From an optimization exercise on the open Yosys and OpenROAD flow, aimed at small area, a short achievable clock period and few clock cycles per item; shortcuts taken in it are not production practice.
Only simulation tests tie the RTL to the original design; equivalence was not proved.

// binomial_coefficient_unit
module binomial_coefficient_unit (
  input  logic                            clk_i,
  input  logic                            rst_ni,
  input  logic                            req_valid_i,
  output logic                            req_ready_o,
  input  logic [bcu_pkg::ArgWidth-1:0]    req_total_n_i,
  input  logic [bcu_pkg::ArgWidth-1:0]    req_choose_k_i,
  output logic                            rsp_valid_o,
  input  logic                            rsp_ready_i,
  output logic [bcu_pkg::CoefWidth-1:0]   rsp_coefficient_o,
  output logic [bcu_pkg::StatusWidth-1:0] rsp_status_o
);
Size: about 5100 cells after synthesis, roughly 0.039 mm² of cells after synthesis.
clock: 7.0 ns
lec_check: 0
cap_margin: 20
core_margin: 2
core_utilization: 40
slew_margin: 20
run.sh (not shown) runs the stock make flow with config.mk's settings and CLKGATE_MAP_FILE= SYNTH_SCRIPT=/design/flow/synth_recipe.tcl, a recipe that flattens the netlist after the stock synthesis.
The baseline finished but fails on negative setup slack.
Testbench counts at the start, summed over its fixed seeds: cycles 6,106, requests 1,280.
Change:
--- a/flow/config.mk
+++ b/flow/config.mk
@@ -7,0 +8 @@
+export ABC_AREA = 1
What happened: The new run ran to the end with violations: negative setup slack; global-route usage decreases by 0.96 points; worst setup slack degrades by 0.035 ns; clock-buffer cell count rises by 3; routed wire length shrinks by 12%; via count goes down by 6.8%; design area shrinks by 8.3%; cell count climbs by 3.5%; area after synthesis falls by 6.9%; first-iteration DRC count came out lower by 17%.

---

binomial_coefficient_unit, a different RTL version from the one above (not shown whole).
Size in the first run: ~5800 cells after synthesis, about 160 flip-flops, roughly 88 I/O pins, ~37000 sq um of cells after synthesis.
==> flow/design.v (excerpt) <==
module binomial_coefficient_unit (
  input  logic                            clk_i,
  input  logic                            rst_ni,
  input  logic                            req_valid_i,
  output logic                            req_ready_o,
  input  logic [bcu_pkg::ArgWidth-1:0]    req_total_n_i,
  input  logic [bcu_pkg::ArgWidth-1:0]    req_choose_k_i,
  output logic                            rsp_valid_o,
  input  logic                            rsp_ready_i,
  output logic [bcu_pkg::CoefWidth-1:0]   rsp_coefficient_o,
  output logic [bcu_pkg::StatusWidth-1:0] rsp_status_o
);
==> flow/config.mk <==
export PLATFORM = sky130hd
export DESIGN_NAME = binomial_coefficient_unit
export DESIGN_NICKNAME = binomial_coefficient_unit
export VERILOG_FILES = /design/flow/design.v
export SDC_FILE = /design/flow/constraint.sdc
export NUM_CORES = 4
export LEC_CHECK = 0
export ABC_AREA = 1
export CAP_MARGIN = 20
export CORE_MARGIN = 2
export CORE_UTILIZATION = 40
export SETUP_SLACK_MARGIN = 0.8
export SLEW_MARGIN = 20
==> flow/constraint.sdc <==
create_clock -name core_clock -period 7.0 [get_ports {clk_i}]
set_input_delay 1.4000 -clock core_clock [delete_from_list [all_inputs] [get_ports {clk_i}]]
set_output_delay 1.4000 -clock core_clock [all_outputs]
set_load 0.01 [all_outputs]
Testbench counts at the start, summed over its fixed seeds: cycles 5,261, requests 1,280.
Edit:
--- a/flow/config.mk
+++ b/flow/config.mk
@@ -11,3 +11,3 @@
 export CORE_UTILIZATION = 40
-export SETUP_SLACK_MARGIN = 0.8
+export SETUP_SLACK_MARGIN = 1.0
 export SLEW_MARGIN = 20
Maximum frequency climbs by 1.1%.
Worst setup slack gets better by 0.067 ns.
Via count hardly moves.
Final area climbs by 0.54%.
Utilization climbs by 0.25 points.
Synthesized cell count does not change.
Wire length drops by 0.43%.
Synthesized area is unchanged.
Sequential share of layout area hardly moves.

---

== the reference run ==
Another version of the RTL of binomial_coefficient_unit (not shown whole).
Size: about 5900 cells after synthesis, ~150 flip-flops, roughly 88 I/O pins, about 0.036 mm² of cells after synthesis.
export LEC_CHECK = 0
export ABC_AREA = 1
export CAP_MARGIN = 20
export CORE_MARGIN = 2
export CORE_UTILIZATION = 40
export SETUP_SLACK_MARGIN = 1.1
export SLEW_MARGIN = 20
create_clock -name core_clock -period 7.0 [get_ports {clk_i}]
Looking at the reports, the reference run completed the entire flow and the layout it produced met the timing, design-rule and antenna checks.
Testbench counts of the reference run, summed over its fixed seeds: cycles 5,631, requests 1,280.
### the reference run -> the trial run
Settings: SETUP_SLACK_MARGIN: 1.1 -> 0.8.
The trial run: no failed stages, no open violations at the end. Taking the reference run as the reference, in the trial run cell total after placement shows no meaningful change, final non-filler cell area lower. Clock transition at the registers of the reported paths: the trial run vs the reference run, no meaningful difference. The lower final cell count of the reference run and the trial run is in the trial run. The trial run vs the reference run: met3 usage in global routing down in the trial run. Delta (the trial run minus the reference run): timing-limited maximum frequency saw a decrease; data arrival time of the critical path +190 ps. The reference run → the trial run: total cell area at the placement stage shows no meaningful change, setup slack now smaller.

static timing again, ports no longer ideal:
In the flow no input, the clock included, has a driving cell. The finished layouts below were timed again as built, in two steps. Step 1 assumes that a clkbuf_16 drives the clock port and a buf_2 every other input. Step 2 adds t to the input delays and takes it off the output delays; t is the mean of the earliest and latest rising clock arrival at the registers after step 1. Input paths then give back, and output paths get back, about the clock's delay inside the block. a / b / c = no drivers / after step 1 / after step 2; a / b = the first two.
run | shift t [ns] | setup slack, ns | latest minus earliest clock arrival (ns) | slew at the worst register clock pin (ns) | worst slew at a driven data input, ns
the first run of note 1 | 0.554 | -0.333 / -0.333 / -0.333 | 0.019 / 0.019 | 0.07 / 0.07 | 0.07
the second run of note 1 | 0.548 | -0.368 / -0.368 / -0.368 | 0.034 / 0.034 | 0.08 / 0.08 | 0.05
the first run of note 2 | 0.575 | 0.750 / 0.750 / 0.511 | 0.020 / 0.020 | 0.09 / 0.09 | 0.09
the second run of note 2 | 0.573 | 0.817 / 0.817 / 0.817 | 0.017 / 0.017 | 0.08 / 0.08 | 0.09
the reference run | 0.564 | 0.598 / 0.598 / 0.598 | 0.020 / 0.021 | 0.08 / 0.08 | 0.03
the trial run | 0.563 | 0.512 / 0.512 / 0.512 | 0.018 / 0.018 | 0.08 / 0.08 | 0.03
For the first run of note 2, which loses most, drivers alone change the setup slack by 0.000 ns; drivers and shift together by -0.239 ns.
